Source: an optimization exercise on an open RTL-to-GDS flow (aim: small area, a short achievable clock period and few clock cycles). Production flows keep margins and buffers that such runs may drop. In this exercise RTL edits were held to simulation tests only and were not proved equivalent to the original. No activity file was given, so power comes from the tool's default toggle rates.

$ cat run.sh
#!/bin/bash
# synth_recipe.tcl (not shown) runs the flow's synth.tcl, then flattens the netlist and writes it again
# the make line also repeats each setting of config.mk as NAME=value (left out here)
make -C /OpenROAD-flow-scripts/flow DESIGN_CONFIG=/design/flow/config.mk WORK_HOME=/design/flow/orfs CLKGATE_MAP_FILE= SYNTH_SCRIPT=/design/flow/synth_recipe.tcl finish
$ cat design.v
package hist_pkg;
  localparam int sample_width = 12;
  localparam int bin_count = 64;
  localparam int bin_width = 6;
  localparam int count_width = 16;
  localparam logic [count_width-1:0] count_max = {count_width{1'b1}};
  typedef enum logic {
    op_clear = 1'b0,
    op_read  = 1'b1
  } hist_op_e;
  typedef enum logic [2:0] {
    st_run     = 3'd0,
    st_drain   = 3'd1,
    st_clear   = 3'd2,
    st_read    = 3'd3,
    st_respond = 3'd4
  } ctrl_state_e;
endpackage
`timescale 1ns/1ps
module histogram_top (
  input  logic                             port_0_clock,
  input  logic                             rst,
  input  logic                             in_valid,
  output logic                             in_ready,
  input  logic [hist_pkg::sample_width-1:0] in_sample,
  input  logic                             cmd_valid,
  output logic                             cmd_ready,
  input  logic                             cmd_op,
  input  logic [hist_pkg::bin_width-1:0]   cmd_bin,
  output logic                             rsp_valid,
  output logic [hist_pkg::count_width-1:0] rsp_count
);
  localparam int BW = hist_pkg::bin_width;
  localparam int CW = hist_pkg::count_width;
  localparam int NB = hist_pkg::bin_count;
  function automatic logic [7:0] oct(input logic [2:0] v);
    oct = 8'b0000_0001 << v;
  endfunction
  logic [CW-1:0] mem [NB];
  logic          rdy_q;
  logic          rdy_out_q;
  logic          hold_op;
  logic [BW-1:0] hold_bin;
  logic          s0_v;
  logic          s0_smp;    
  logic          s0_clr;    
  logic [BW-1:0] s0_bin;
  logic [NB-1:0] s0_row;    
  logic          s1_smp;    
  logic          s1_wclr;   
  logic          s1_cmd;    
  logic [BW-1:0] s1_bin;
  logic [CW-1:0] s1_rd_a;   
  logic [CW-1:0] s1_rd_b;   
  logic          s1_fsel;   
  logic [CW-1:0] s1_fd;     
  logic [CW-1:0] s1_old;
  logic [CW-1:0] s1_new;
  logic          s2_wclr;
  logic [7:0]    s2_hi;     
  logic [7:0]    s2_lo;     
  logic [CW-1:0] s2_data;
  logic          acc_in;
  logic          acc_cmd;
  logic [BW-1:0] nxt_bin;
  logic [CW-1:0] rd_a;
  logic [CW-1:0] rd_b;
  logic          s0_isclr;
  logic          hit1;
  logic          hit2;
  assign in_ready  = rdy_out_q;
  assign cmd_ready = rdy_out_q;
  assign acc_in  = in_valid && rdy_q;
  assign acc_cmd = cmd_valid && rdy_q;
  always_ff @(posedge port_0_clock) begin
    if (rst) begin
      rdy_q <= 1'b1;
      rdy_out_q <= 1'b1;
      s0_v <= 1'b0;
    end else begin
      rdy_q <= !(acc_in && acc_cmd);
      rdy_out_q <= !(acc_in && acc_cmd);
      s0_v <= !rdy_q || acc_in || acc_cmd;
    end
  end
  always_comb begin
    if (!rdy_q) begin
      nxt_bin = hold_bin;
    end else if (acc_in) begin
      nxt_bin = in_sample[hist_pkg::sample_width-1 -: BW];
    end else begin
      nxt_bin = cmd_bin;
    end
  end
  always_ff @(posedge port_0_clock) begin
    if (acc_cmd) begin
      hold_op <= cmd_op;
      hold_bin <= cmd_bin;
    end
    if (!rdy_q) begin
      s0_smp <= 1'b0;
      s0_clr <= !hold_op;
    end else if (acc_in) begin
      s0_smp <= 1'b1;
      s0_clr <= 1'b0;
    end else begin
      s0_smp <= 1'b0;
      s0_clr <= !cmd_op;
    end
    s0_bin <= nxt_bin;
    s0_row <= NB'(1) << nxt_bin;
  end
  always_comb begin
    rd_a = '0;
    rd_b = '0;
    for (int r = 0; r < NB/2; r++) begin
      rd_a = rd_a | (mem[r] & {CW{s0_row[r]}});
      rd_b = rd_b | (mem[NB/2+r] & {CW{s0_row[NB/2+r]}});
    end
  end
  assign s0_isclr = !s0_smp && s0_clr;
  assign hit1 = s1_smp && (s1_bin == s0_bin);
  assign hit2 = |(s2_hi & oct(s0_bin[5:3])) && |(s2_lo & oct(s0_bin[2:0]));
  always_ff @(posedge port_0_clock) begin
    if (rst) begin
      s1_smp <= 1'b0;
      s1_wclr <= 1'b0;
      s1_cmd <= 1'b0;
    end else begin
      s1_smp <= s0_v && s0_smp;
      s1_wclr <= s0_v && s0_isclr;
      s1_cmd <= s0_v && !s0_smp;
    end
  end
  always_ff @(posedge port_0_clock) begin
    s1_bin <= s0_bin;
    s1_rd_a <= rd_a;
    s1_rd_b <= rd_b;
    s1_fsel <= s0_isclr || s1_wclr || hit1 || s2_wclr || hit2;
    if (s0_isclr || s1_wclr) begin
      s1_fd <= '0;
    end else if (hit1) begin
      s1_fd <= s1_new;
    end else if (s2_wclr) begin
      s1_fd <= '0;
    end else begin
      s1_fd <= s2_data;
    end
  end
  assign s1_old = s1_fsel ? s1_fd : (s1_rd_a | s1_rd_b);
  assign s1_new = (&s1_old) ? s1_old : s1_old + 1'b1;
  always_ff @(posedge port_0_clock) begin
    if (rst) begin
      s2_wclr <= 1'b0;
      s2_hi <= '0;
      rsp_valid <= 1'b0;
    end else begin
      s2_wclr <= s1_wclr;
      s2_hi <= s1_smp ? oct(s1_bin[5:3]) : '0;
      rsp_valid <= s1_cmd;
    end
  end
  always_ff @(posedge port_0_clock) begin
    s2_lo <= oct(s1_bin[2:0]);
    s2_data <= s1_wclr ? '0 : s1_new;
    rsp_count <= s1_old;
  end
  for (genvar b = 0; b < NB; b++) begin : g_bin
    logic we;
    assign we = s2_wclr || (s2_hi[b/8] && s2_lo[b%8]);
    always_ff @(posedge port_0_clock) begin
      if (we) begin
        mem[b] <= s2_data;
      end
    end
  end
endmodule
$ cat constraint.sdc
create_clock -name core_clock -period 5.0 [get_ports {port_0_clock}]
set_input_delay 1.0000 -clock core_clock [delete_from_list [all_inputs] [get_ports {port_0_clock}]]
set_output_delay 1.0000 -clock core_clock [all_outputs]
set_load 0.01 [all_outputs]
$ cat config.mk
export PLATFORM = sky130hd
export DESIGN_NAME = histogram_top
export DESIGN_NICKNAME = histogram_top
export VERILOG_FILES = /design/flow/design.v
export SDC_FILE = /design/flow/constraint.sdc
export NUM_CORES = 4
export LEC_CHECK = 0
export CAP_MARGIN = 20
export CORE_MARGIN = 2
export CORE_UTILIZATION = 60
export CTS_CLUSTER_DIAMETER = 100
export CTS_CLUSTER_SIZE = 25
export SETUP_SLACK_MARGIN = 2.8
export SLEW_MARGIN = 20
export TNS_END_PERCENT = 100
==> results by group, run 1 <==
Status
  – Status: timing/DRC/antenna clean

Final layout
  – # fillers: 4751
  – Share of layout cells above drive strength 1: approximately 14%
  – Final core utilization: 66.4%
  – Fin cells: 3519
  – Sequential Area: 34700 um2
  – Area of the multi-input gates: 7810 um2
  – Final instance area: 46700 um2
  – Final-stage net count: 2557
  – Area delta synth->final: 9.07%

Worst setup path
  – CP Launch Type: register
  – Critical Path RT: 5510 ps
  – Crit end category: register
  – Crit Path Class: register to register
  – Slowest cell on crit path: dfxtp_1
  – WP buf/inv: 0
  – Crit path cell chain: a22oi_1, nand4_1, or4_1
  – Critical Path AT: ~2800 ps
  – CP max stage delay: around 780 ps
  – CP delay by family, top: simple AND/OR/NAND/NOR gates
  – CP Max Fanout: 16

Synth
  – Most numerous cell in the Yosys netlist: edfxtp_1
  – Synth Instances: between 2000 and 2500
  – Post-synth top cells: edfxtp_1 (1031), a22oi_1 (384), dfxtp_1 (182)
  – Combinational family with the most area after synthesis: compound AO/OA/AOI/OAI gates
  – Synth Flop Type: edfxtp_1
  – Yosys cell types: 67
  – Top area cells in the synthesized netlist: edfxtp_1 (72%), dfxtp_1 (8.5%), a22oi_1 (6.7%)
  – Post-Syn Area: 42800 um2
  – Async SR Flop Fraction: 0%
  – Post-synthesis adder-cell area fraction: 0.0292%
  – Dominant cell type by area after synthesis: edfxtp_1
  – Synth Area in Compound Gates: 11.5%
  – Number of synthesized register bits: 1213
  – Average size of a mapped cell: 17.3 um2
  – Seq/Total Area, Yosys: 80.9%
  – Yosys warning total: 2
  – Net Count, Synth: between 2000 and 2500
  – Post-Synth XOR/XNOR Area: less than 1%
  – Yosys top cell area share: 72.3%
  – Simple-gate share of the synthesized area: 5.22%
  – Multiplexer area fraction after synthesis: less than 1%
  – Post-synth EDFFs: 1031

Placed design
  – # placed instances: 3378
  – GP Congestion: 0.853
  – Final HPWL DP: 73.8 mm
  – Number of I/O port buffers: 35
  – Placed cell areas: 44500 um2

GRT
  – Met1 usage: 55.0%
  – Total congestion overflow: 0
  – Antenna violations before repair: 3
  – GR peak layer: met1
  – Met3 Usage GRT: 10.7%
  – Largest net degree at the start of global routing: 68
  – Global-route total usage across every layer: between 30% and 40%
  – First-pass GRT wire length: 182 mm
  – GR Util met2: around half
  – Vias in the first global route: ~24000

STA
  – RSZ-0062 raised after global routing: true
  – Max-Slew Margin vs Limit: 10.1%
  – Skew final: 30.3 ps
  – Fin crit period: 2260 ps
  – FMAX: 442 MHz
  – Final Hold Fails: 0
  – Worst Tran Pin Value: roughly 1300 ps
  – Setup TNS: 0 ps
  – Slew Viols, Final: 0
  – Final setup viols: 0
  – Crit share post-route: a little under half
  – Worst hold slack: 410 ps

Die
  – Die span in y: 271 um
  – Ports: 42
  – Die ar.: approximately 73000 um2
  – Row Count: 97
  – Die W: 271 um
  – Core Region: 70300 um2
  – Initial Util: 60.9%

Routing
  – Wirelength per Cell: 37.7 um
  – DRC: 0
  – Final wirelength: 133 mm
  – Routed vias: roughly 25000
  – DRT iter0 DRCs: 4500
  – Routed Antenna Nets: 0
  – Drt pass-1 iters: 6
  – Vias/cell: 7.18

Clock tree
  – Clk root buf: clkbuf_16
  – Later-pin clock latency in the skew report: 680 ps
  – # hold bufs at CTS: 0
  – CTS tree: built
  – H-Tree Depth: 2
  – Bufs on Longest Clock Path: 3
  – Clock Pin Slew Worst Setup and Hold Paths: about 100 ps
  – TritonCTS Sinks: 1213
  – TritonCTS Buffers: 54

Hold path
  – Hold WC Path Type: register to register

Pwr
  – Maximum VDD drop: 0.576 mV
  – Pwr Density: 426 nW/um2
  – Leakage: between 15 and 20 nW

Run
  – Number of max-cap violations: 0
-- timing repair --
| action | CTS | global route |
|---|---|---|
| pin swaps | 5 | 16 |
| gates cloned | 1 | 1 |
| setup endpoints to repair | 554 | 90 |
| gates resized for setup | 114 | 51 |
| buffers inserted | 16 | 18 |
-- worst paths after layout --
check / from / endpoint / slack [ps] / depth (start not counted)
worst min-delay path: s0_bin[4] / s1_bin[4] / 410 / 0
worst max-delay path: s0_row[44] / s1_rd_b[8] / 2740 / 3
worst min register to register: s0_bin[4] / s1_bin[4] / 410 / 0
worst max register to register: s0_row[44] / s1_rd_b[8] / 2740 / 3
-- stage by stage --
| step | power, W | worst slack (ps) |
|---|---|---|
| after global routing | 0.0204 | 2670 |
| after detailed placement | 0.0148 | 1780 |
| after global placement | 0.0147 | 1810 |
| final | 0.0199 | 2740 |
| after CTS | 0.0198 | 2790 |
| after floorplan | 0.0137 | 2810 |
-- layer usage --
metal | vias up | part of all wire, %
met2 | 1942 | 43
met5 | - | 0.020
met3 | 231 | 16
met1 | 13000 | 39
met4 | 4 | 2.9
li1 | 10100 | -
-- state kept, by name, indices dropped and copies added, names as in the netlist --
name,count
s1_smp,1
s1_fsel,1
s1_rd_b,16
hold_bin,6
rsp_count,16
s1_fd,16
s2_data,16
mem,1024
s0_bin,6
s1_wclr,1
s2_hi,8
hold_op,1
s1_cmd,1
s0_row,64
s0_clr,1
rsp_valid,1
s0_smp,1
s1_bin,6
s1_rd_a,16
rdy_out_q,1
s2_wclr,1
s2_lo,8
s0_v,1
-- power by group --
part	total [W]	switching [W]	internal (W)	leakage, nW
combinational	0.00200	0.00156	0.000445	3.90
sequential	0.0128	0.000480	0.0123	10.9
clock	0.00510	0.00299	0.00211	0.741
total	0.0199	0.00503	0.0149	15.5
-- cells by family after synthesis --
logic type / count (synthesis)
compound gates: 641
simple gates: 408
buf+inv: 184
fa+ha+maj: 1
flops: 1213
xor+xnor: 7
mux: 16
-- layout by cell type (no fill, tap or decap), types with 9 or more instances in the layout --
master	instances
or4_1	29
a21o_2	14
dfxtp_1	149
nor3_1	27
o21ai_4	9
nand2_1	47
a22oi_1	384
o21ai_0	14
a21oi_1	10
nand3_1	58
a22o_1	64
nand4_1	66
mux2i_1	9
edfxtp_1	1031
a21o_1	53
buf_2	20
clkdlybuf4s50_1	15
clkbuf_16	55
nand3_2	11
dfxtp_2	26
clkbuf_1	44
nor2_1	97
a221oi_1	57
buf_4	140
-- cell type report --
| type | count | share of cell area, % |
|---|---|---|
| inverter | 8 | 0.0670 |
| clock inverter | 2 | 0.0536 |
| clock buffer | 99 | 3.30 |
| tap | 940 | 2.52 |
| timing repair buffer | 182 | 3.07 |
| antenna | 1 | 0.00536 |
| sequential | 1213 | 74.3 |
| multi-input combinational | 1074 | 16.7 |
Testbench counts, summed over its fixed seeds: cycles 23,385.
==> run 2, diff against run 1 <==
--- a/config.mk
+++ b/config.mk
@@ -12,4 +12,4 @@
 export CTS_CLUSTER_SIZE = 25
-export SETUP_SLACK_MARGIN = 2.8
+export SETUP_SLACK_MARGIN = 2.9
 export SLEW_MARGIN = 20
-export TNS_END_PERCENT = 100
+export TNS_END_PERCENT = 0
==> run 2 against run 1 <==
Final area is 0.22% lower. Via count is 0.57% lower. Setup slack better by 22 ps. Still clean. Clock skew decreased by 2.7 ps. First-iteration DRC count is 4.1% higher. Die area unchanged. Final cell count decreased by 0.48%. Critical endpoint is now mem[40][8]. Register-to-register slack improved by 20 ps. Hold slack worse by 21 ps.
==> results by group, run 2 <==
Synth
  – Simple-gate share of the synthesized area: 5.22% (unchanged)
  – Yosys top cell area share: 72.3% (unchanged)
  – Async SR Flop Fraction: 0% (unchanged)
  – Post-synthesis adder-cell area fraction: 0.0292% (unchanged)
  – Synth Instances: 2470 (unchanged)
  – Synth Area in Compound Gates: 11.5% (unchanged)
  – Post-Synth XOR/XNOR Area: 0.143% (unchanged)
  – Multiplexer area fraction after synthesis: 0.491% (unchanged)
  – Synth Flop Type: edfxtp_1
  – Dominant cell type by area after synthesis: edfxtp_1
  – Top area cells in the synthesized netlist: edfxtp_1 (72%), dfxtp_1 (8.5%), a22oi_1 (6.7%)
  – Combinational family with the most area after synthesis: compound AO/OA/AOI/OAI gates
  – Post-synth top cells: edfxtp_1 (1031), a22oi_1 (384), dfxtp_1 (182)
  – Yosys cell types: 67 (unchanged)
  – Average size of a mapped cell: 17.3 um2 (unchanged)
  – Most numerous cell in the Yosys netlist: edfxtp_1
  – Yosys warning total: 2 (unchanged)
  – Net Count, Synth: 2494 (unchanged)
  – Seq/Total Area, Yosys: 80.9% (unchanged)
  – Post-synth EDFFs: 1031 (unchanged)
  – Number of synthesized register bits: 1213 (unchanged)
  – Post-Syn Area: 42800 um2 (unchanged)

GRT
  – GR Util met2: 50.4% (-0.82 points)
  – First-pass GRT wire length: 181 mm (-0.64%)
  – Vias in the first global route: 23000 (-2.3%)
  – Global-route total usage across every layer: 35.8% (-0.22 points)
  – Total congestion overflow: 0 (unchanged)
  – Largest net degree at the start of global routing: 68 (unchanged)
  – Met3 Usage GRT: 10.3% (-0.42 points)
  – Antenna violations before repair: 4 (+1)
  – Met1 usage: 55.9% (+0.95 points)
  – GR peak layer: met1

Worst setup path
  – CP Launch Type: register
  – Critical Path RT: 5330 ps (-180 ps)
  – RR Startpoint: s2_wclr
  – Worst R2R Path Depth: 2 (-1)
  – Crit Path Class: register to register
  – Reg2reg end: mem[40][8]
  – Crit end category: register
  – FF-to-FF setup slack: 2760 ps (+20 ps)
  – CP Max Fanout: 67 (+51)
  – Critical Path AT: 2570 ps (-200 ps)

Final layout
  – Reg with most FFs: mem
  – Most frequent cells in the layout: edfxtp_1 (1031), a22oi_1 (384), dfxtp_1 (144)
  – Final-stage net count: 2536 (-0.82%)
  – Final core utilization: 66.3% (-0.15 points)
  – # fillers: 4798 (+0.99%)
  – Most common cell after layout, fill and taps aside: edfxtp_1
  – Max reg flops: 1024 (unchanged)
  – Sequential Area: 34700 um2 (about the same)
  – Share of layout cells above drive strength 1: 12.9% (-1.1 points)
  – Top Registers: mem x1024, s0_row x64
  – Area of the multi-input gates: 7740 um2 (-0.80%)
  – Area delta synth->final: 8.82%

Routing
  – Vias/cell: 7.17 (about the same)
  – Drt pass-1 iters: 6 (unchanged)
  – Wirelength per Cell: 37.7 um (about the same)
  – Routed vias: 25100 (-0.57%)
  – DRC: 0 (unchanged)
  – DRT iter0 DRCs: 4684 (+4.1%)
  – Routed Antenna Nets: 0 (unchanged)
  – Final wirelength: 132 mm (-0.50%)

Clock tree
  – Bufs on Longest Clock Path: 3 (unchanged)
  – CTS tree: built
  – TritonCTS Buffers: 54 (unchanged)
  – Clock Pin Slew Worst Setup and Hold Paths: 100 ps (about the same)
  – Clk root buf: clkbuf_16
  – H-Tree Depth: 2 (unchanged)
  – Later-pin clock latency in the skew report: 670 ps (about the same)
  – TritonCTS Sinks: 1213 (unchanged)

STA
  – Final Hold Fails: 0 (unchanged)
  – FMAX: 447 MHz (+0.99%)
  – Slew Viols, Final: 0 (unchanged)
  – Worst Tran Pin Value: 1170 ps (-172 ps)
  – Max-Slew Margin vs Limit: 21.7% (+12 points)
  – Worst hold slack: 390 ps (-20.6 ps)
  – Skew final: 27.6 ps (-2.71 ps)
  – Final setup viols: 0 (unchanged)
  – Setup TNS: 0 ps (unchanged)
  – Fin crit period: 2240 ps (-22.2 ps)
  – RSZ-0062 raised after global routing: true
  – Crit share post-route: 44.8% (-0.44 points)

Pwr
  – Logic pwr share: 9.6% (-0.5 points)
  – Pwr Density: 429 nW/um2 (+0.63%)
  – Sw power: 0.00505 W (+0.47%)
  – Sequential share of power: 64.5% (+0.2 points)
  – Internal power: 0.0149 W (+0.38%)
  – Sw Share: 25.3% (about the same)
  – Leakage: 15.5 nW (-0.21%)
  – Maximum VDD drop: 0.676 mV (+17%)
  – Clock power frac: 25.9% (+0.3 points)

Die
  – Die span in y: 271 um (unchanged)
  – Initial Util: 60.9% (unchanged)
  – Core Region: 70300 um2 (unchanged)
  – Die ar.: 73500 um2 (unchanged)
  – Die W: 271 um (unchanged)
  – Row Count: 97 (unchanged)
  – Ports: 42 (unchanged)

Placed design
  – GP Congestion: 0.864 (+1.3%)
  – Final HPWL DP: 75.0 mm (+1.6%)
  – Number of I/O port buffers: 35 (unchanged)

Hold path
  – Hold WC Path Type: register to register
  – Hold endpoint: s1_bin[2]
  – Worst hold start: s0_bin[2]
  – Hold path cells: 0 (unchanged)

Run
  – Number of max-cap violations: 0 (unchanged)

Status
  – Status: timing/DRC/antenna clean
-- run 2: cell counts after synthesis --
Identical to the previous run, type by type.
-- run 2: final cells by class --
type | count | area share [%]
Sequential cell | 1213 | 74.4
Clock inverter | 1 | 0.0242
Inverter | 8 | 0.0672
Timing Repair Buffer | 161 | 2.85
Tap cell | 940 | 2.53
Multi-Input combinational cell | 1074 | 16.6
Antenna cell | 4 | 0.0215
Clock buffer | 101 | 3.44
-- run 2: what timing repair did --
| action | in CTS | in global routing |
|---|---|---|
| hold buffers | 0 | 0 |
| resized for setup | 39 | 100 |
| pin swaps | 1 | 13 |
| endpoints found under the setup margin | 744 | 417 |
| gates cloned | 0 | 2 |
| buffers inserted | 5 | 15 |
-- run 2: how the worst max path moves through the flow --
stage / from / slack (ps) / end
2_1_floorplan: s1_fsel / 2870 / s1_fd[14]
3_3_place_gp: s1_fsel / 1830 / s1_fd[1]
3_5_place_dp: in_valid / 1770 / s0_row[34]
4_1_cts: s0_row[40] / 2540 / s1_rd_b[0]
5_1_grt: s0_row[15] / 2780 / s1_rd_a[4]
6_report: s2_wclr / 2760 / mem[40][8]
-- run 2: per-stage QoR --
stage	power, W	area (um2)	std cells	worst slack (ps)
6_report	0.0200	46600	3502	2760
5_1_grt	0.0205	46600	3498	2780
4_1_cts	0.0198	46200	3480	2540
3_5_place_dp	0.0149	44500	3373	1770
3_3_place_gp	0.0148	44400	3369	1830
2_1_floorplan	0.0137	42800	2470	2870
-- run 2: power groups by stage --
stage	Sequential (W)	Clock [W]	Combinational, W
global placement	0.0131	0	0.00168
floorplan	0.0131	0	0.000592
global route	0.0129	0.00553	0.00202
detailed placement	0.0131	0	0.00174
finish	0.0129	0.00517	0.00192
CTS	0.0129	0.00520	0.00172
-- run 2: critical path: stages, from the launching register on --
cell and delay [ps]:
dfxtp_4 830, a21o_1 650, buf_4 390
-- run 2: kinds of logic after synthesis --
family	count (synthesis)
compound gates	641
xor+xnor	7
fa+ha+maj	1
buf+inv	184
flops	1213
mux	16
simple gates	408
-- run 2: per-layer routing --
metal	up-vias	wire [um]
met5	-	8
met4	2	3320
met3	192	20700
li1	10100	-
met1	12900	52000
met2	1927	55900
==> run 3, diff against run 2 <==
--- a/config.mk
+++ b/config.mk
@@ -7,3 +7,3 @@
 export LEC_CHECK = 0
-export CAP_MARGIN = 20
+export CAP_MARGIN = 40
 export CORE_MARGIN = 2
@@ -12,4 +12,4 @@
 export CTS_CLUSTER_SIZE = 25
-export SETUP_SLACK_MARGIN = 2.9
-export SLEW_MARGIN = 20
-export TNS_END_PERCENT = 0
+export SETUP_SLACK_MARGIN = 3.0
+export SLEW_MARGIN = 45
+export TNS_END_PERCENT = 30
==> run 3 against run 2 <==
Final area grew 2.3%. Via count grew 1.1%. Hold slack gained 19 ps. Non-clock buffer count grew 39. Power grew 1.3%. Count of clock-buffer cells in the layout is the same. Clock power is essentially flat. Highest routed layer unchanged.
==> results by group, run 3 <==
Die
  – Initial Util: 60.9% (unchanged)
  – Die ar.: 73500 um2 (unchanged)
  – Ports: 42 (unchanged)
  – Core Region: 70300 um2 (unchanged)
  – Row Count: 97 (unchanged)
  – Die W: 271 um (unchanged)
  – Die span in y: 271 um (unchanged)

Final layout
  – Area delta synth->final: 11.3%
  – Most frequent cells in the layout: edfxtp_1 (1031), a22oi_1 (381), dfxtp_1 (133)
  – Final-stage net count: 2575 (+1.5%)
  – Top Registers: mem x1024, s0_row x64
  – Most common cell after layout, fill and taps aside: edfxtp_1
  – Diodes inserted: 0 (-4)
  – Reg with most FFs: mem
  – # fillers: 4620 (-3.7%)
  – Max reg flops: 1024 (unchanged)
  – Share of layout cells above drive strength 1: 17.8% (+4.9 points)

Routing
  – DRT iter0 DRCs: 4588 (-2.0%)
  – Drt pass-1 iters: 5 (-1)
  – Routed Antenna Nets: 0 (unchanged)
  – Vias/cell: 7.18 (about the same)
  – Routed vias: 25400 (+1.1%)
  – DRC: 0 (unchanged)
  – Wirelength per Cell: 37.6 um (-0.30%)
  – Final wirelength: 133 mm (+0.70%)

Synth
  – Most numerous cell in the Yosys netlist: edfxtp_1
  – Multiplexer area fraction after synthesis: 0.491% (unchanged)
  – Average size of a mapped cell: 17.3 um2 (unchanged)
  – Yosys cell types: 67 (unchanged)
  – Post-synth top cells: edfxtp_1 (1031), a22oi_1 (384), dfxtp_1 (182)
  – Post-synth EDFFs: 1031 (unchanged)
  – Dominant cell type by area after synthesis: edfxtp_1
  – Post-Synth XOR/XNOR Area: 0.143% (unchanged)
  – Post-Syn Area: 42800 um2 (unchanged)
  – Yosys warning total: 2 (unchanged)
  – Synth Area in Compound Gates: 11.5% (unchanged)
  – Top area cells in the synthesized netlist: edfxtp_1 (72%), dfxtp_1 (8.5%), a22oi_1 (6.7%)
  – Seq/Total Area, Yosys: 80.9% (unchanged)
  – Yosys top cell area share: 72.3% (unchanged)
  – Synth Instances: 2470 (unchanged)
  – Number of synthesized register bits: 1213 (unchanged)
  – Synth Flop Type: edfxtp_1
  – Async SR Flop Fraction: 0% (unchanged)
  – Post-synthesis adder-cell area fraction: 0.0292% (unchanged)
  – Simple-gate share of the synthesized area: 5.22% (unchanged)
  – Net Count, Synth: 2494 (unchanged)
  – Combinational family with the most area after synthesis: compound AO/OA/AOI/OAI gates

STA
  – Max-Slew Margin vs Limit: 46.5% (+25 points)
  – Final Hold Fails: 0 (unchanged)
  – Worst hold slack: 409 ps (+19.1 ps)
  – RSZ-0062 raised after global routing: true
  – Final setup viols: 0 (unchanged)
  – FMAX: 442 MHz (-1.1%)
  – Fin crit period: 2260 ps (+25.9 ps)
  – Skew final: 22.0 ps (-5.58 ps)
  – Slew Viols, Final: 0 (unchanged)
  – Setup TNS: 0 ps (unchanged)
  – Worst Tran Pin Value: 802 ps (-372 ps)
  – Crit share post-route: 45.3% (+0.52 points)

Pwr
  – Maximum VDD drop: 0.381 mV (-44%)
  – Leakage: 15.8 nW (+2.2%)
  – Pwr Density: 425 nW/um2 (-0.98%)

Clock tree
  – TritonCTS Sinks: 1213 (unchanged)
  – Clock Pin Slew Worst Setup and Hold Paths: 100 ps (about the same)
  – H-Tree Depth: 2 (unchanged)
  – Later-pin clock latency in the skew report: 660 ps (about the same)
  – CTS tree: built
  – Clk root buf: clkbuf_16
  – TritonCTS Buffers: 54 (unchanged)
  – Bufs on Longest Clock Path: 3 (unchanged)

Hold path
  – Hold WC Path Type: register to register

Run
  – Number of max-cap violations: 0 (unchanged)

GRT
  – Antenna violations before repair: 6 (+2)
  – Vias in the first global route: 23400 (+1.9%)
  – First-pass GRT wire length: 182 mm (+0.39%)
  – Largest net degree at the start of global routing: 68 (unchanged)
  – Total congestion overflow: 0 (unchanged)
  – Global-route total usage across every layer: 36.0% (+0.15 points)

Placed design
  – GP Congestion: 0.863 (about the same)
  – Final HPWL DP: 74.7 mm (-0.35%)
  – Number of I/O port buffers: 35 (unchanged)

Worst setup path
  – Crit Path Class: register to register
  – CP Launch Type: register
  – CP Max Fanout: 6 (-91%)
  – Crit end category: register
  – Critical Path RT: 5590 ps (+260 ps)
  – Critical Path AT: 2860 ps (+290 ps)

Status
  – Status: timing/DRC/antenna clean
==> run 3: worst paths after layout <==
path	end	slack, ps	from	cells after the start
max	s1_fd[14]	2740	s1_fsel	9
min	s1_bin[1]	410	s0_bin[1]	0
max reg2reg	s1_fd[14]	2740	s1_fsel	9
min reg2reg	s1_bin[1]	410	s0_bin[1]	0
==> run 3: per-stage QoR <==
stage,instances,setup WS (ps),cell area (um2),power [W],util [%]
floorplan,2470,2940,42900,0.0137,-
global placement,3374,1810,44500,0.0148,63.3
detailed placement,3374,1850,44500,0.0149,63.4
CTS,3508,2690,46700,0.0199,66.5
global route,3537,2650,47600,0.0207,67.8
finish,3537,2740,47600,0.0202,67.8
==> run 3: final cells by class <==
type | instances | area, um2 | area share [%]
well taps | 940 | 1180 | 2.47
flip-flops and latches | 1213 | 34700 | 72.9
clock inverters | 1 | 16.3 | 0.0342
clock buffers | 101 | 1590 | 3.34
repair buffers | 200 | 1850 | 3.87
inverters | 8 | 31.3 | 0.0657
multi-input cells | 1074 | 8260 | 17.4
==> run 3: critical path: stages (launching register included) <==
cell and delay, ps:
dfxtp_4 420, buf_16 160, nor2b_4 130, nor4_4 280
buf_4 180, nand4_4 140, buf_4 200, o41ai_2 330
o211ai_1 180, a21oi_1 180
==> run 3: cell families after synthesis <==
kind of cell / Yosys count
DFF: 1213
AOI/OAI and AO/OA: 641
adders and majority gates: 1
muxes: 16
buffers and inverters: 184
xor gates and xnor gates: 7
and+or+nand+nor: 408
==> run 3: repair_timing <==
action                                  CTS  global route
hold buffers                              0             0
endpoints found under the hold margin     0             0
resized for setup                       159           144
cloned                                    2             1
buffers inserted                         30            26
pin swaps                                33            45
endpoints found under the setup margin  171           179
==> run 3: power breakdown <==
group          switching, W  total, W  internal, W  leakage, nW
Combinational       0.00148   0.00209     0.000608         4.18
Sequential         0.000673    0.0130       0.0123         10.9
Clock               0.00299   0.00516      0.00217        0.761
Total               0.00514    0.0202       0.0151         15.8
==> run 3: metal layers <==
metal	up-vias	global-route usage, %	share of wire [%]
met3	247	10.5	15
met5	-	0	0.0098
met2	2002	50.2	43
met4	2	9.51	2.9
met1	13000	55.8	39
li1	10100	-	-
==> run 4, diff against run 3 <==
--- a/design.v
+++ b/design.v
@@ -56,2 +56,3 @@
   logic [CW-1:0] s1_fd;     
+  logic [CW-1:0] s1_rdj;    
   logic [CW-1:0] s1_old;
@@ -149,4 +150,8 @@
   end
-  assign s1_old = s1_fsel ? s1_fd : (s1_rd_a | s1_rd_b);
-  assign s1_new = (&s1_old) ? s1_old : s1_old + 1'b1;
+  function automatic logic [CW-1:0] sat_inc(input logic [CW-1:0] v);
+    sat_inc = (&v) ? v : v + 1'b1;
+  endfunction
+  assign s1_rdj = s1_rd_a | s1_rd_b;
+  assign s1_old = s1_fsel ? s1_fd : s1_rdj;
+  assign s1_new = s1_fsel ? sat_inc(s1_fd) : sat_inc(s1_rdj);
   always_ff @(posedge port_0_clock) begin
--- a/config.mk
+++ b/config.mk
@@ -7,3 +7,3 @@
 export LEC_CHECK = 0
-export CAP_MARGIN = 40
+export CAP_MARGIN = 20
 export CORE_MARGIN = 2
@@ -13,3 +13,3 @@
 export SETUP_SLACK_MARGIN = 3.0
-export SLEW_MARGIN = 45
+export SLEW_MARGIN = 20
 export TNS_END_PERCENT = 30
==> run 4 against run 3 <==
Clock power shrank 2%. Register-to-register slack better by 40 ps. Critical path depth shrank 7. Setup slack gained 43 ps. Final area is 2.3% lower. Maximum frequency up 1.9%. Critical endpoint is now mem[62][10].
==> results by group, run 4 <==
Worst setup path
  – Worst R2R Path Depth: 2 (-7)
  – Crit path cell chain: buf_4, a21o_1
  – Critical Path RT: 5270 ps (-320 ps)
  – Slowest cell on crit path: a21o_1
  – Crit end category: register
  – Reg2reg end: mem[62][10]
  – Crit Path Class: register to register
  – CP max stage delay: 920 ps (+500 ps)
  – Critical Path AT: 2490 ps (-370 ps)
  – CP Launch Type: register
  – FF-to-FF setup slack: 2780 ps (+40 ps)
  – CP Max Fanout: 65 (+59)
  – RR Startpoint: s2_wclr

GRT
  – Total congestion overflow: 0 (unchanged)
  – Largest net degree at the start of global routing: 66 (-2.9%)
  – First-pass GRT wire length: 178 mm (-1.8%)
  – Vias in the first global route: 23600 (+0.96%)
  – GR Util met2: 53.4% (+3.2 points)
  – GR peak layer: met2
  – Antenna violations before repair: 6 (unchanged)
  – Met3 Usage GRT: 8.62% (-1.9 points)
  – Global-route total usage across every layer: 35.0% (-1.0 points)
  – Met1 usage: 51.7% (-4.1 points)

Synth
  – Post-synth top cells: edfxtp_1 (1031), a22oi_1 (385), dfxtp_1 (182)
  – Yosys cell types: 63 (-6.0%)
  – Seq/Total Area, Yosys: 80.2% (-0.69 points)
  – Post-synth EDFFs: 1031 (unchanged)
  – Top area cells in the synthesized netlist: edfxtp_1 (72%), dfxtp_1 (8.4%), a22oi_1 (6.7%)
  – Most numerous cell in the Yosys netlist: edfxtp_1
  – Average size of a mapped cell: 17.0 um2 (-1.8%)
  – Synth Instances: 2537 (+2.7%)
  – Yosys top cell area share: 71.7% (-0.61 points)
  – Net Count, Synth: 2562 (+2.7%)
  – Synth Flop Type: edfxtp_1
  – Number of synthesized register bits: 1213 (unchanged)
  – Async SR Flop Fraction: 0% (unchanged)
  – Post-Syn Area: 43200 um2 (+0.86%)
  – Yosys warning total: 2 (unchanged)
  – Dominant cell type by area after synthesis: edfxtp_1

Placed design
  – # placed instances: 3406 (+0.95%)
  – Number of I/O port buffers: 35 (unchanged)
  – GP Congestion: 0.826 (-4.4%)
  – Placed cell areas: 44600 um2 (+0.10%)
  – Pre-CTS WS: 1720 ps (-132 ps)
  – Final HPWL DP: 73.2 mm (-2.0%)

STA
  – Final Hold Fails: 0 (unchanged)
  – Slew Viols, Final: 0 (unchanged)
  – Setup TNS: 0 ps (unchanged)
  – RSZ-0062 raised after global routing: true
  – Crit share post-route: 44.4% (-0.86 points)
  – Final setup viols: 0 (unchanged)
  – Final WS setup: 2780 ps (+42.9 ps)
  – Fin crit period: 2220 ps (-42.9 ps)
  – FMAX: 450 MHz (+1.9%)
  – Max-Slew Margin vs Limit: 18.7% (-28 points)
  – Skew final: 25.3 ps (+3.35 ps)
  – Worst Tran Pin Value: 1220 ps (+416 ps)

Pwr
  – Logic pwr share: 10.1% (-0.2 points)
  – Internal power: 0.0149 W (-1.2%)
  – Sequential share of power: 64.5% (+0.3 points)
  – Maximum VDD drop: 0.720 mV (+89%)
  – Leakage: 15.2 nW (-3.6%)
  – Pwr Density: 429 nW/um2 (+1.0%)
  – Sw power: 0.00507 W (-1.4%)
  – Clock power frac: 25.4% (about the same)
  – Sw Share: 25.4% (about the same)

Final layout
  – Fin cells: 3513 (-0.68%)
  – Final instance area: 46500 um2 (-2.3%)
  – Share of layout cells above drive strength 1: 13.3% (-4.5 points)
  – Max reg flops: 1024 (unchanged)
  – Most common cell after layout, fill and taps aside: edfxtp_1
  – Reg with most FFs: mem
  – Most frequent cells in the layout: edfxtp_1 (1031), a22oi_1 (385), dfxtp_1 (133)
  – Final-stage net count: 2542 (-1.3%)
  – Top Registers: mem x1024, s0_row x64
  – Area delta synth->final: 7.83%
  – Final core utilization: 65.2% (-2.6 points)

Clock tree
  – Bufs on Longest Clock Path: 3 (unchanged)
  – TritonCTS Sinks: 1213 (unchanged)
  – H-Tree Depth: 2 (unchanged)
  – # hold bufs at CTS: 0 (unchanged)
  – Later-pin clock latency in the skew report: 660 ps (about the same)
  – CTS tree: built
  – Clk root buf: clkbuf_16
  – Clock Pin Slew Worst Setup and Hold Paths: 90 ps (about the same)
  – TritonCTS Buffers: 54 (unchanged)

Routing
  – Vias/cell: 7.12 (-0.82%)
  – Final wirelength: 129 mm (-2.9%)
  – Routed vias: 25000 (-1.5%)
  – Wirelength per Cell: 36.7 um (-2.3%)
  – Routed Antenna Nets: 0 (unchanged)
  – DRC: 0 (unchanged)
  – DRT iter0 DRCs: 3682 (-20%)
  – Drt pass-1 iters: 5 (unchanged)

Hold path
  – Hold WC Path Type: register to register
  – Hold path cells: 0 (unchanged)
  – Hold endpoint: s1_bin[3]
  – Worst hold start: s0_bin[3]

Die
  – Row Count: 98 (+1.0%)
  – Die ar.: 74100 um2 (+0.84%)
  – Initial Util: 60.5% (-0.42 points)
  – Die span in y: 272 um (+0.42%)
  – Core Region: 71400 um2 (+1.6%)
  – Die W: 272 um (+0.42%)
  – Ports: 42 (unchanged)

Status
  – Status: timing/DRC/antenna clean

Run
  – Number of max-cap violations: 0 (unchanged)
[run 4: kinds of logic after synthesis]
| logic type | share of synthesized area, % |
|---|---|
| flip-flops | 80.2 |
| adder cells (fa/ha/maj) | 0.0580 |
| multiplexers | 0.730 |
| AND/OR/NAND/NOR | 5.23 |
| XOR/XNOR | 0.264 |
| buffers and inverters | 1.82 |
| AO/OA/AOI/OAI | 11.7 |
[run 4: power groups by stage]
stage,sequential [W],clock [W],combinational (W)
2_1_floorplan,0.0132,0,0.000676
3_3_place_gp,0.0131,0,0.00190
3_5_place_dp,0.0131,0,0.00195
4_1_cts,0.0129,0.00512,0.00198
5_1_grt,0.0129,0.00544,0.00215
6_report,0.0129,0.00507,0.00202
[run 4: timing repair]
action,CTS,global route
buffers inserted,5,0
resized for setup,204,15
endpoints found under the setup margin,809,602
pin swaps,31,0
[run 4: final cells by class]
class / instances / area [um2]
well taps: 950 / 1190
clock buffers: 97 / 1530
diodes: 2 / 5.00
clock inverters: 3 / 25.0
repair buffers: 112 / 860
inverters: 13 / 48.8
fillers: 5042 / 24800
multi-input cells: 1123 / 8190
flip-flops and latches: 1213 / 34700
[run 4: worst max-delay path by stage]
| stage | start | to | cells past startpoint |
|---|---|---|---|
| floorplan | in_valid | s0_row[35] | 7 |
| global placement | in_valid | s0_row[16] | 6 |
| detailed placement | in_valid | s0_row[20] | 6 |
| CTS | s2_wclr | mem[59][7] | 2 |
| global route | s2_wclr | mem[2][4] | 2 |
| finish | s2_wclr | mem[62][10] | 2 |
[run 4: critical path, delay by kind of cell, from the launching register on]
kind	cells	cell delay, ps
DFF	1	320
buffers and inverters	1	540
AOI/OAI and AO/OA	1	920
[run 4: routing by layer]
metal | up-vias | part of all wire (%)
li1 | 10200 | -
met1 | 13000 | 39
met2 | 1606 | 45
met4 | 2 | 2.6
met3 | 203 | 13
met5 | - | 0.010
[run 4: stage by stage]
step                      hold WS [ps]  power [W]
after floorplan                    375     0.0139
after global placement             399     0.0150
after detailed placement           397     0.0150
after CTS                          419     0.0200
after global routing               431     0.0205
final                              415     0.0200
Testbench counts of run 4, summed over its fixed seeds: cycles 23,385.
==> run 5, diff against run 4 <==
--- a/config.mk
+++ b/config.mk
@@ -7,3 +7,3 @@
 export LEC_CHECK = 0
-export CAP_MARGIN = 20
+export CAP_MARGIN = 60
 export CORE_MARGIN = 2
@@ -13,3 +13,3 @@
 export SETUP_SLACK_MARGIN = 3.0
-export SLEW_MARGIN = 20
+export SLEW_MARGIN = 80
 export TNS_END_PERCENT = 30
==> run 5 against run 4 <==
Sequential share of layout area is 4.5 points lower. Largest power group unchanged. Clock power about the same. Register-to-register slack better by 70 ps. Sequential power barely moved. Global-route usage up 0.76 points. Combinational power is 49% higher. First-iteration DRC count is 5.9% higher. Maximum frequency up 3.4%. Critical endpoint is now s1_rd_b[11]. Via count is 3.3% higher. Critical path depth increased by 3. Final cell count up 4.6%. Wire length is 2.2% higher.
==> results by group, run 5 <==
Status
  – Status: timing/DRC/antenna clean

STA
  – Max-Slew Margin vs Limit: 78.8% (+60 points)
  – RSZ-0062 raised after global routing: true
  – Fin crit period: 2150 ps (-74.0 ps)
  – Final setup viols: 0 (unchanged)
  – Setup TNS: 0 ps (unchanged)
  – Crit share post-route: 42.9% (-1.5 points)
  – Skew final: 22.7 ps (-2.58 ps)
  – Worst Tran Pin Value: 318 ps (-900 ps)
  – Final Hold Fails: 0 (unchanged)
  – FMAX: 466 MHz (+3.4%)
  – Worst hold slack: 408 ps (-7.40 ps)
  – Slew Viols, Final: 0 (unchanged)

Synth
  – Dominant cell type by area after synthesis: edfxtp_1
  – Most numerous cell in the Yosys netlist: edfxtp_1
  – Yosys warning total: 2 (unchanged)
  – Post-synthesis adder-cell area fraction: 0.0580% (unchanged)
  – Yosys top cell area share: 71.7% (unchanged)
  – Async SR Flop Fraction: 0% (unchanged)
  – Post-synth EDFFs: 1031 (unchanged)
  – Post-Syn Area: 43200 um2 (unchanged)
  – Yosys cell types: 63 (unchanged)
  – Top area cells in the synthesized netlist: edfxtp_1 (72%), dfxtp_1 (8.4%), a22oi_1 (6.7%)
  – Multiplexer area fraction after synthesis: 0.730% (unchanged)
  – Synth Flop Type: edfxtp_1
  – Average size of a mapped cell: 17.0 um2 (unchanged)
  – Net Count, Synth: 2562 (unchanged)
  – Simple-gate share of the synthesized area: 5.23% (unchanged)
  – Combinational family with the most area after synthesis: compound AO/OA/AOI/OAI gates
  – Post-synth top cells: edfxtp_1 (1031), a22oi_1 (385), dfxtp_1 (182)
  – Synth Instances: 2537 (unchanged)
  – Number of synthesized register bits: 1213 (unchanged)
  – Post-Synth XOR/XNOR Area: 0.264% (unchanged)
  – Synth Area in Compound Gates: 11.7% (unchanged)
  – Seq/Total Area, Yosys: 80.2% (unchanged)

Hold path
  – Hold WC Path Type: register to register

Worst setup path
  – Critical Path RT: 5490 ps (+220 ps)
  – Critical Path AT: 2630 ps (+140 ps)
  – CP max stage delay: 700 ps (-220 ps)
  – CP delay by family, top: simple AND/OR/NAND/NOR gates
  – Slowest cell on crit path: or4_1
  – Crit end category: register
  – CP Max Fanout: 16 (-75%)
  – Crit path cell chain: buf_6, a22o_1, a221oi_2, nand3_1, or4_1
  – CP Launch Type: register
  – Crit Path Class: register to register
  – WP buf/inv: 1 (unchanged)

Final layout
  – Most frequent cells in the layout: edfxtp_1 (1031), a22oi_1 (385), buf_6 (134)
  – Final-stage net count: 2710 (+6.6%)
  – Most common cell after layout, fill and taps aside: edfxtp_1
  – Share of layout cells above drive strength 1: 21.4% (+8.1 points)
  – Top Registers: mem x1024, s0_row x64
  – Final instance area: 49700 um2 (+6.8%)
  – Reg with most FFs: mem
  – Max reg flops: 1024 (unchanged)
  – Area delta synth->final: 15.2%

Clock tree
  – CTS tree: built
  – H-Tree Depth: 2 (unchanged)
  – Clock Pin Slew Worst Setup and Hold Paths: 100 ps (about the same)
  – TritonCTS Buffers: 54 (unchanged)
  – Later-pin clock latency in the skew report: 660 ps (about the same)
  – Clk root buf: clkbuf_16
  – TritonCTS Sinks: 1213 (unchanged)
  – Bufs on Longest Clock Path: 3 (unchanged)

Pwr
  – Sw power: 0.00527 W (+4.0%)
  – Pwr Density: 416 nW/um2 (-3.1%)
  – Maximum VDD drop: 0.352 mV (-51%)
  – Sequential share of power: 61.0% (-3.5 points)
  – Sw Share: 25.5% (+0.11 points)
  – Logic pwr share: 14.5% (+4.4 points)
  – Clock power frac: 24.5% (-0.9 points)
  – Design Power: 0.0207 W (+3.6%)
  – Internal power: 0.0154 W (+3.4%)
  – Leakage: 16.5 nW (+8.1%)

Placed design
  – Final HPWL DP: 86.8 mm (+19%)
  – Number of I/O port buffers: 35 (unchanged)
  – Placed cell areas: 47700 um2 (+7.0%)
  – GP Congestion: 0.826 (unchanged)

GRT
  – Largest net degree at the start of global routing: 39 (-41%)
  – Global-route total usage across every layer: 35.7% (+0.76 points)
  – First-pass GRT wire length: 183 mm (+2.7%)
  – Total congestion overflow: 0 (unchanged)
  – Antenna violations before repair: 12 (+6)
  – Vias in the first global route: 24500 (+3.6%)

Die
  – Die ar.: 74100 um2 (unchanged)
  – Die W: 272 um (unchanged)
  – Row Count: 98 (unchanged)
  – Die span in y: 272 um (unchanged)
  – Ports: 42 (unchanged)
  – Initial Util: 60.5% (unchanged)
  – Core Region: 71400 um2 (unchanged)

Routing
  – Drt pass-1 iters: 6 (+1)
  – Wirelength per Cell: 35.9 um (-2.3%)
  – Vias/cell: 7.03 (-1.2%)
  – Final wirelength: 132 mm (+2.2%)
  – DRC: 0 (unchanged)
  – Routed vias: 25800 (+3.3%)
  – Routed Antenna Nets: 0 (unchanged)
  – DRT iter0 DRCs: 3900 (+5.9%)

Run
  – Number of max-cap violations: 0 (unchanged)
-- run 5: cell count changes in the layout (fill, tap and decap cells not counted), sizes merged, moves of 2 or more --
| cell | before | now |
|---|---|---|
| dlygate4sd2 | 0 | 4 |
| buf | 96 | 252 |
| diode | 2 | 5 |
| clkbuf | 97 | 93 |
| clkdlybuf4s50 | 15 | 13 |
| dlymetal6s2s | 0 | 2 |
-- run 5: cell type report --
| type | count | area (um2) |
|---|---|---|
| flip-flops and latches | 1213 | 34800 |
| fillers | 4633 | 21600 |
| multi-input cells | 1123 | 8800 |
| repair buffers | 280 | 3300 |
| clock buffers | 86 | 1490 |
| well taps | 950 | 1190 |
| inverters | 13 | 53.8 |
| clock inverters | 4 | 50.0 |
| diodes | 5 | 12.5 |
-- run 5: worst paths after layout --
check / from / end / slack, ps / cells after the start
worst max-delay path: s0_row[46] / s1_rd_b[11] / 2850 / 5
worst min-delay path: s0_bin[2] / s1_bin[2] / 410 / 0
worst max register to register: s0_row[46] / s1_rd_b[11] / 2850 / 5
worst min register to register: s0_bin[2] / s1_bin[2] / 410 / 0
-- run 5: what timing repair did --
item | CTS | global route
pin swaps | 10 | 12
buffers inserted | 9 | 9
gates resized for setup | 121 | 39
setup endpoints to repair | 86 | 79
hold endpoints to repair | 0 | 0
hold buffers | 0 | 0
-- run 5: cell families (layout without fill, tap and decap cells) --
logic type / count (synthesis) / count (layout)
buf+inv: 201 / 383
mux: 26 / 26
xor+xnor: 13 / 13
simple gates: 411 / 411
other cells: 0 / 5
compound gates: 671 / 671
flops: 1213 / 1213
fa+ha+maj: 2 / 2
-- run 5: power groups by stage --
stage	clock (W)	combinational, W	sequential (W)
floorplan	0	0.000676	0.0132
global placement	0	0.00190	0.0131
detailed placement	0	0.00284	0.0128
CTS	0.00509	0.00287	0.0126
global route	0.00542	0.00315	0.0126
finish	0.00508	0.00300	0.0126
-- run 5: layer usage --
layer,up-vias,GRT usage (%),share of wire [%]
li1,10500,-,-
met1,13300,53.0,38
met2,1776,54.4,45
met3,196,8.77,14
met4,2,8.05,2.5
met5,-,0,0.014
-- run 5: metrics by stage --
stage	worst slack [ps]	std cells	util [%]
global route	2840	3669	69.7
floorplan	2870	2537	-
CTS	2740	3652	69.1
finish	2850	3674	69.7
detailed placement	2090	3553	66.8
global placement	1760	3404	62.4
==> run 6, diff against run 5 <==
--- a/config.mk
+++ b/config.mk
@@ -7,3 +7,3 @@
 export LEC_CHECK = 0
-export CAP_MARGIN = 60
+export CAP_MARGIN = 40
 export CORE_MARGIN = 2
@@ -13,3 +13,3 @@
 export SETUP_SLACK_MARGIN = 3.0
-export SLEW_MARGIN = 80
+export SLEW_MARGIN = 35
 export TNS_END_PERCENT = 30
==> run 6 against run 5 <==
Final area shrank 6.1%. Utilization shrank 4.2 points. Die area is the same. Combinational power shrank 32%. Flip-flop and latch count is the same. Clock skew shrank 5.1 ps. Wire length shrank 1.9%. Critical path type unchanged. Largest power group unchanged. Highest routed layer unchanged.
==> results by group, run 6 <==
Final layout
  – Area of the multi-input gates: 8180 um2 (-7.0%)
  – # fillers: 5005 (+8.0%)
  – Final core utilization: 65.5% (-4.2 points)
  – Most frequent cells in the layout: edfxtp_1 (1031), a22oi_1 (385), dfxtp_1 (128)
  – Max reg flops: 1024 (unchanged)
  – Share of layout cells above drive strength 1: 14.4% (-7.0 points)
  – Final-stage net count: 2556 (-5.7%)
  – Top Registers: mem x1024, s0_row x64
  – Reg with most FFs: mem
  – Area delta synth->final: 8.22%
  – Fin cells: 3519 (-4.2%)
  – Sequential Area: 34700 um2 (-0.40%)
  – Most common cell after layout, fill and taps aside: edfxtp_1

Clock tree
  – TritonCTS Buffers: 54 (unchanged)
  – CTS tree: built
  – Clk root buf: clkbuf_16
  – # hold bufs at CTS: 0 (unchanged)
  – Later-pin clock latency in the skew report: 660 ps (about the same)
  – H-Tree Depth: 2 (unchanged)
  – Clock Pin Slew Worst Setup and Hold Paths: 100 ps (about the same)
  – Bufs on Longest Clock Path: 3 (unchanged)
  – TritonCTS Sinks: 1213 (unchanged)

Routing
  – Routed Antenna Nets: 0 (unchanged)
  – DRC: 0 (unchanged)
  – Vias/cell: 7.17 (+1.9%)
  – Routed vias: 25200 (-2.4%)
  – Final wirelength: 129 mm (-1.9%)
  – DRT iter0 DRCs: 4061 (+4.1%)
  – Wirelength per Cell: 36.7 um (+2.4%)
  – Drt pass-1 iters: 6 (unchanged)

Status
  – Status: timing/DRC/antenna clean

STA
  – Crit share post-route: 43.3% (+0.34 points)
  – RSZ-0062 raised after global routing: true
  – Slew Viols, Final: 0 (unchanged)
  – Final Hold Fails: 0 (unchanged)
  – Worst Tran Pin Value: 858 ps (+540 ps)
  – Skew final: 17.6 ps (-5.14 ps)
  – Max-Slew Margin vs Limit: 42.8% (-36 points)
  – Final WS setup: 2840 ps (-16.9 ps)
  – Final setup viols: 0 (unchanged)
  – Fin crit period: 2160 ps (+16.9 ps)
  – Worst hold slack: 415 ps (+7.21 ps)
  – FMAX: 462 MHz (-0.78%)
  – Setup TNS: 0 ps (unchanged)

Placed design
  – # placed instances: 3411 (-4.0%)
  – GP Congestion: 0.826 (unchanged)
  – Final HPWL DP: 73.8 mm (-15%)
  – Number of I/O port buffers: 35 (unchanged)
  – Pre-CTS WS: 1710 ps (-379 ps)

Synth
  – Net Count, Synth: 2562 (unchanged)
  – Post-synth EDFFs: 1031 (unchanged)
  – Synth Flop Type: edfxtp_1
  – Async SR Flop Fraction: 0% (unchanged)
  – Average size of a mapped cell: 17.0 um2 (unchanged)
  – Yosys warning total: 2 (unchanged)
  – Post-Syn Area: 43200 um2 (unchanged)
  – Number of synthesized register bits: 1213 (unchanged)
  – Yosys cell types: 63 (unchanged)
  – Post-synth top cells: edfxtp_1 (1031), a22oi_1 (385), dfxtp_1 (182)
  – Seq/Total Area, Yosys: 80.2% (unchanged)
  – Dominant cell type by area after synthesis: edfxtp_1
  – Synth Instances: 2537 (unchanged)
  – Top area cells in the synthesized netlist: edfxtp_1 (72%), dfxtp_1 (8.4%), a22oi_1 (6.7%)
  – Most numerous cell in the Yosys netlist: edfxtp_1
  – Yosys top cell area share: 71.7% (unchanged)

Run
  – Number of max-cap violations: 0 (unchanged)

GRT
  – Antenna violations before repair: 8 (-4)
  – Global-route total usage across every layer: 35.1% (-0.64 points)
  – Vias in the first global route: 23800 (-2.7%)
  – Total congestion overflow: 0 (unchanged)
  – First-pass GRT wire length: 179 mm (-2.1%)
  – Largest net degree at the start of global routing: 66 (+69%)

Die
  – Die span in y: 272 um (unchanged)
  – Die W: 272 um (unchanged)
  – Ports: 42 (unchanged)
  – Die ar.: 74100 um2 (unchanged)
  – Initial Util: 60.5% (unchanged)
  – Core Region: 71400 um2 (unchanged)
  – Row Count: 98 (unchanged)

Worst setup path
  – Crit end category: register
  – Critical Path RT: 5510 ps (+20 ps)
  – Crit Path Class: register to register
  – Critical Path AT: 2670 ps (+40 ps)
  – CP Launch Type: register
  – CP Max Fanout: 9 (-7)

Pwr
  – Leakage: 15.3 nW (-7.2%)
  – Maximum VDD drop: 0.501 mV (+42%)
  – Pwr Density: 428 nW/um2 (+3.0%)

Hold path
  – Hold WC Path Type: register to register
==> run 6: path summary, 6_finish.rpt <==
kind                   start          end  slack, ps  cells past startpoint
setup / recovery  s0_row[55]  s1_rd_b[12]       2840                      5
hold / removal     s0_bin[2]    s1_bin[2]        420                      0
setup reg to reg  s0_row[55]  s1_rd_b[12]       2840                      5
hold reg to reg    s0_bin[2]    s1_bin[2]        420                      0
==> run 6: where the power goes <==
group          switching, W  internal [W]
combinational       0.00155      0.000485
sequential         0.000566        0.0123
clock               0.00296       0.00214
==> run 6: what timing repair did <==
item | in CTS | in global routing
endpoints found under the hold margin | 0 | 0
setup buffers | 8 | 6
gates resized for setup | 136 | 42
endpoints found under the setup margin | 181 | 135
pin swaps | 10 | 17
==> run 6: cell type report <==
type	instances	area share, %
well taps	950	2.54
diodes	3	0.0161
clock buffers	90	3.32
flip-flops and latches	1213	74.3
repair buffers	126	2.18
clock inverters	1	0.0348
multi-input cells	1123	17.5
inverters	13	0.112
==> run 6: critical path, stage by stage (launching register included) <==
cell and delay [ps]:
dfxtp_4 420, buf_6 160, a22o_1 190, a221oi_1 240
nand3_1 360, or4_1 620
==> run 6: cell families after synthesis <==
group           count (synthesis)  synth area share (%)
xor+xnor                       13                 0.264
compound gates                671                  11.7
flops                        1213                  80.2
mux                            26                 0.730
fa+ha+maj                       2                0.0580
buf+inv                       201                  1.82
simple gates                  411                  5.23
==> run 6: stage by stage <==
stage	power (W)	area, um2
2_1_floorplan	0.0139	43200
3_5_place_dp	0.0150	44700
5_1_grt	0.0206	46700
6_report	0.0200	46700
4_1_cts	0.0199	46500
3_3_place_gp	0.0150	44500
==> run 6: layer usage <==
| metal | up-vias | track usage (%) | routed length [um] |
|---|---|---|---|
| li1 | 10200 | - | - |
| met2 | 1767 | 53.4 | 58700 |
| met5 | - | 0 | 18 |
| met1 | 13000 | 53.7 | 50500 |
| met3 | 177 | 6.48 | 17000 |
| met4 | 2 | 7.59 | 2940 |
==> run 7, diff against run 6 <==
--- a/config.mk
+++ b/config.mk
@@ -13,3 +13,3 @@
 export SETUP_SLACK_MARGIN = 3.0
-export SLEW_MARGIN = 35
+export SLEW_MARGIN = 50
 export TNS_END_PERCENT = 30
==> run 7 against run 6 <==
Still clean on timing, DRC and antenna. Synthesized area did not move. Via count fell by 1.2%. Register-to-register slack improved by 30 ps. Non-clock buffer count rose by 4. Flip-flop and latch count did not move. Synthesized cell count did not move. Setup slack improved by 34 ps.
==> results by group, run 7 <==
Status
  – Status: timing/DRC/antenna clean

Final layout
  – Most frequent cells in the layout: edfxtp_1 (1031), a22oi_1 (385), dfxtp_1 (126)
  – Final core utilization: 65.7% (+0.24 points)
  – Top Registers: mem x1024, s0_row x64
  – Area delta synth->final: 8.61%
  – Reg with most FFs: mem
  – Share of layout cells above drive strength 1: 15.2% (+0.74 points)
  – Max reg flops: 1024 (unchanged)
  – Final-stage net count: 2560 (+0.16%)
  – Most common cell after layout, fill and taps aside: edfxtp_1

Placed design
  – GP Congestion: 0.826 (unchanged)
  – Final HPWL DP: 73.0 mm (-1.1%)
  – Pre-CTS WS: 1740 ps (+32.5 ps)
  – Number of I/O port buffers: 35 (unchanged)

Worst setup path
  – Crit end category: register
  – Critical Path RT: 5470 ps (-40 ps)
  – Reg2reg end: s1_rd_b[0]
  – RR Startpoint: s0_row[48]
  – Worst setup path end: s1_rd_b[0]
  – Crit Path Class: register to register
  – Critical Path AT: 2600 ps (-70 ps)
  – Worst R2R Path Depth: 4 (-1)
  – FF-to-FF setup slack: 2870 ps (+30 ps)
  – Worst setup path startpoint: s0_row[48]
  – CP Launch Type: register
  – CP Max Fanout: 16 (+7)

Clock tree
  – Later-pin clock latency in the skew report: 660 ps (about the same)
  – TritonCTS Buffers: 54 (unchanged)
  – Clock Pin Slew Worst Setup and Hold Paths: 100 ps (about the same)
  – Bufs on Longest Clock Path: 3 (unchanged)
  – TritonCTS Sinks: 1213 (unchanged)
  – CTS tree: built
  – Clk root buf: clkbuf_16
  – H-Tree Depth: 2 (unchanged)
  – # hold bufs at CTS: 0 (unchanged)

STA
  – Crit share post-route: 42.6% (-0.67 points)
  – Final WS setup: 2870 ps (+33.7 ps)
  – Worst hold slack: 417 ps (+1.65 ps)
  – RSZ-0062 raised after global routing: true
  – Final setup viols: 0 (unchanged)
  – Setup TNS: 0 ps (unchanged)
  – Final Hold Fails: 0 (unchanged)
  – FMAX: 469 MHz (+1.6%)
  – Worst Tran Pin Value: 750 ps (-108 ps)
  – Slew Viols, Final: 0 (unchanged)
  – Max-Slew Margin vs Limit: 50.0% (+7.2 points)
  – Fin crit period: 2130 ps (-33.7 ps)
  – Skew final: 27.5 ps (+9.84 ps)

Routing
  – Routed vias: 24900 (-1.2%)
  – Drt pass-1 iters: 5 (-1)
  – Routed Antenna Nets: 0 (unchanged)
  – Wirelength per Cell: 36.6 um (-0.47%)
  – Final wirelength: 129 mm (-0.16%)
  – Vias/cell: 7.06 (-1.5%)
  – DRT iter0 DRCs: 3713 (-8.6%)
  – DRC: 0 (unchanged)

Die
  – Die W: 272 um (unchanged)
  – Ports: 42 (unchanged)
  – Row Count: 98 (unchanged)
  – Initial Util: 60.5% (unchanged)
  – Die span in y: 272 um (unchanged)
  – Core Region: 71400 um2 (unchanged)
  – Die ar.: 74100 um2 (unchanged)

Run
  – Number of max-cap violations: 0 (unchanged)

GRT
  – Total congestion overflow: 0 (unchanged)
  – Vias in the first global route: 23700 (-0.51%)
  – Antenna violations before repair: 6 (-2)
  – Global-route total usage across every layer: 34.9% (-0.18 points)
  – Largest net degree at the start of global routing: 66 (unchanged)
  – First-pass GRT wire length: 178 mm (-0.65%)

Synth
  – Post-synth EDFFs: 1031 (unchanged)
  – Most numerous cell in the Yosys netlist: edfxtp_1
  – Net Count, Synth: 2562 (unchanged)
  – Yosys cell types: 63 (unchanged)
  – Post-synthesis adder-cell area fraction: 0.0580% (unchanged)
  – Number of synthesized register bits: 1213 (unchanged)
  – Simple-gate share of the synthesized area: 5.23% (unchanged)
  – Yosys top cell area share: 71.7% (unchanged)
  – Async SR Flop Fraction: 0% (unchanged)
  – Seq/Total Area, Yosys: 80.2% (unchanged)
  – Multiplexer area fraction after synthesis: 0.730% (unchanged)
  – Yosys warning total: 2 (unchanged)
  – Synth Area in Compound Gates: 11.7% (unchanged)
  – Combinational family with the most area after synthesis: compound AO/OA/AOI/OAI gates
  – Post-Synth XOR/XNOR Area: 0.264% (unchanged)
  – Post-synth top cells: edfxtp_1 (1031), a22oi_1 (385), dfxtp_1 (182)
  – Dominant cell type by area after synthesis: edfxtp_1
  – Average size of a mapped cell: 17.0 um2 (unchanged)
  – Synth Flop Type: edfxtp_1
  – Synth Instances: 2537 (unchanged)
  – Post-Syn Area: 43200 um2 (unchanged)
  – Top area cells in the synthesized netlist: edfxtp_1 (72%), dfxtp_1 (8.4%), a22oi_1 (6.7%)

Pwr
  – Leakage: 15.3 nW (+0.34%)
  – Maximum VDD drop: 0.552 mV (+10%)
  – Design Power: 0.0201 W (+0.35%)
  – Pwr Density: 428 nW/um2 (about the same)

Hold path
  – Worst hold start: s0_bin[3]
  – Hold WC Path Type: register to register
run 7: what timing repair did:
action / CTS / global route
resized for setup: 133 / 73
endpoints found under the hold margin: 0 / 0
pin swaps: 10 / 35
buffers inserted: 7 / 17
gates cloned: 0 / 0
endpoints found under the setup margin: 190 / 168
run 7: logic make-up after synthesis:
family                     after synthesis
AOI/OAI and AO/OA                      671
muxes                                   26
DFF                                   1213
and+or+nand+nor                        411
buffers and inverters                  201
xor gates and xnor gates                13
adders and majority gates                2
run 7: worst min-delay path by stage:
stage | cells after the start | slack (ps) | to
detailed placement | 0 | 400 | s1_bin[2]
global route | 0 | 430 | s1_bin[3]
global placement | 0 | 400 | s1_bin[2]
floorplan | 0 | 370 | s1_bin[2]
CTS | 0 | 420 | s1_bin[2]
finish | 0 | 420 | s1_bin[3]
run 7: report_power, final:
part           internal (W)  total [W]  switching (W)  leakage [nW]
clock network       0.00213    0.00510        0.00297         0.749
registers            0.0123     0.0129       0.000538          10.9
logic              0.000526    0.00212        0.00160          3.72
total                0.0150     0.0201        0.00511          15.3
run 7: layer usage:
metal	part of all wire [%]	up-vias	GRT usage, %
li1	-	10200	-
met1	39	12800	52.1
met2	45	1642	52.6
met3	14	193	8.94
met4	2.5	4	7.69
met5	0.021	-	0
run 7: layout make-up:
type                    instances  area, um2
diodes                          1       2.50
flip-flops and latches       1213      34700
well taps                     950       1190
repair buffers                130       1090
clock buffers                  98       1560
multi-input cells            1123       8270
fillers                      5012      24500
inverters                      13       52.6
clock inverters                 2       17.5
run 7: per-stage QoR:
step / instances / area (um2)
2_1_floorplan: 2537 / 43200
3_3_place_gp: 3404 / 44500
3_5_place_dp: 3404 / 44700
4_1_cts: 3511 / 46400
5_1_grt: 3529 / 46900
6_report: 3530 / 46900
run 7: worst max-delay path, cell delays in order (launching register included):
cell and delay [ps]:
dfxtp_2 550, a22o_1 310, a221oi_1 250, nand3_1 160, or4_1 650
==> run 8, diff against run 7 <==
--- a/config.mk
+++ b/config.mk
@@ -13,3 +13,3 @@
 export SETUP_SLACK_MARGIN = 3.0
-export SLEW_MARGIN = 50
+export SLEW_MARGIN = 60
 export TNS_END_PERCENT = 30
==> run 8 against run 7 <==
Maximum frequency is 0.50% higher. Die area is the same. Synthesized area stayed put. Combinational power increased by 6%. Clock power decreased by 1%. Utilization is 0.38 points higher. Wire length about the same. Critical path depth shrank 3. Largest power group unchanged. Highest routed layer unchanged.
==> results by group, run 8 <==
Die
  – Core Region: 71400 um2 (unchanged)
  – Row Count: 98 (unchanged)
  – Die W: 272 um (unchanged)
  – Die span in y: 272 um (unchanged)

STA
  – Setup TNS: 0 ps (unchanged)
  – Final Hold Fails: 0 (unchanged)
  – Fin crit period: 2120 ps (-10.5 ps)
  – Final WS setup: 2880 ps (+10.5 ps)
  – Crit share post-route: 42.4% (-0.21 points)
  – Skew final: 25.6 ps (-1.81 ps)
  – FMAX: 472 MHz (+0.50%)
  – Worst Tran Pin Value: 631 ps (-118 ps)

Synth
  – Most numerous cell in the Yosys netlist: edfxtp_1
  – Yosys top cell area share: 71.7% (unchanged)
  – Top area cells in the synthesized netlist: edfxtp_1 (72%), dfxtp_1 (8.4%), a22oi_1 (6.7%)
  – Post-Syn Area: 43200 um2 (unchanged)

Hold path
  – Hold path cells: 0 (unchanged)
  – Hold endpoint: s1_bin[3]
  – Hold WC Path Type: register to register
  – Worst hold start: s0_bin[3]

Worst setup path
  – CP Max Fanout: 3 (-13)
  – Worst R2R Path Depth: 5 (+1)
  – Critical Path AT: 1120 ps (-1480 ps)
  – CP max stage delay: 360 ps (-290 ps)
  – Crit end category: primary output
  – Crit path cell chain: buf_6
  – Crit Path Class: register to primary output

Pwr
  – Design Power: 0.0201 W (about the same)
  – Internal power: 0.0150 W (about the same)
  – Pwr Density: 426 nW/um2 (-0.62%)

GRT
  – Global-route total usage across every layer: 35.0% (+0.042 points)
  – GR peak layer: met2

Final layout
  – Final core utilization: 66.1% (+0.38 points)
  – # fillers: 4973 (-0.78%)
  – Area delta synth->final: 9.24%
  – Max reg flops: 1024 (unchanged)
  – Reg with most FFs: mem
  – Top Registers: mem x1024, s0_row x64
  – Sequential Area: 34800 um2 (+0.15%)

Routing
  – DRT iter0 DRCs: 3775 (+1.7%)
  – Routed Antenna Nets: 0 (unchanged)
  – Routed vias: 25100 (+0.74%)
  – DRC: 0 (unchanged)

Status
  – Status: timing/DRC/antenna clean

Clock tree
  – # hold bufs at CTS: 0 (unchanged)
  – TritonCTS Sinks: 1213 (unchanged)
  – Clk root buf: clkbuf_16

Placed design
  – Final HPWL DP: 73.6 mm (+0.73%)
  – GP Congestion: 0.826 (unchanged)
## run 8: final cells by class
cell class,instances,share of cell area (%)
timing repair buffer,124,2.38
sequential,1213,73.7
tap,950,2.52
multi-input combinational,1123,18.0
clock inverter,2,0.0531
inverter,13,0.111
antenna,5,0.0265
clock buffer,88,3.18
## run 8: cell families (layout without fill, tap and decap cells)
| kind of cell | Yosys count | in the layout | share of synthesized area [%] |
|---|---|---|---|
| compound gates | 671 | 671 | 11.7 |
| mux | 26 | 26 | 0.730 |
| xor+xnor | 13 | 13 | 0.264 |
| flops | 1213 | 1213 | 80.2 |
| other cells | 0 | 5 | 0 |
| simple gates | 411 | 411 | 5.23 |
| fa+ha+maj | 2 | 2 | 0.0580 |
| buf+inv | 201 | 227 | 1.82 |
## run 8: per-layer routing
layer | vias to the layer above | wire length (um)
li1 | 10200 | -
met1 | 13000 | 49600
met2 | 1694 | 58500
met3 | 185 | 17900
met4 | 6 | 2940
met5 | - | 34
## run 8: repair_timing
item	4_1_cts	5_1_grt
buffers inserted	6	7
resized for setup	123	53
hold endpoints to repair	0	0
pin swaps	7	27
setup endpoints to repair	138	97
## run 8: how the worst max path moves through the flow
stage	from	endpoint	cells past startpoint
after global placement	in_valid	s0_row[16]	6
after floorplan	in_valid	s0_row[35]	7
after global routing	rdy_out_q	in_ready	1
after detailed placement	in_valid	s0_row[51]	6
final	rdy_out_q	cmd_ready	1
after CTS	rdy_out_q	cmd_ready	1
## run 8: worst register-to-register path, stage by stage (launching register included)
cell,delay [ps]
dfxtp_1,320
buf_4,230
a22o_1,260
a221oi_1,270
nand3_1,250
or4_4,620
## run 8: power by group through the flow
stage | clock network (W) | logic, W | registers [W]
floorplan | 0 | 0.000676 | 0.0132
finish | 0.00504 | 0.00225 | 0.0128
detailed placement | 0 | 0.00216 | 0.0130
global route | 0.00539 | 0.00240 | 0.0128
global placement | 0 | 0.00190 | 0.0131
CTS | 0.00507 | 0.00216 | 0.0128
## run 8: per-stage QoR
stage | cell area [um2] | cells | hold WS (ps)
after floorplan | 43200 | 2537 | 375
after detailed placement | 45100 | 3408 | 408
after global routing | 47100 | 3513 | 429
after CTS | 46800 | 3504 | 424
after global placement | 44500 | 3404 | 399
final | 47200 | 3518 | 422

Re-timed with assumed drivers on the ports (clkbuf_16 on the clock, buf_2 on other inputs), run 8 has 2.808 ns of setup slack against 2.880 ns with ideal ports, and 2.313 ns once port delays also move by the mid clock arrival of 0.722 ns.
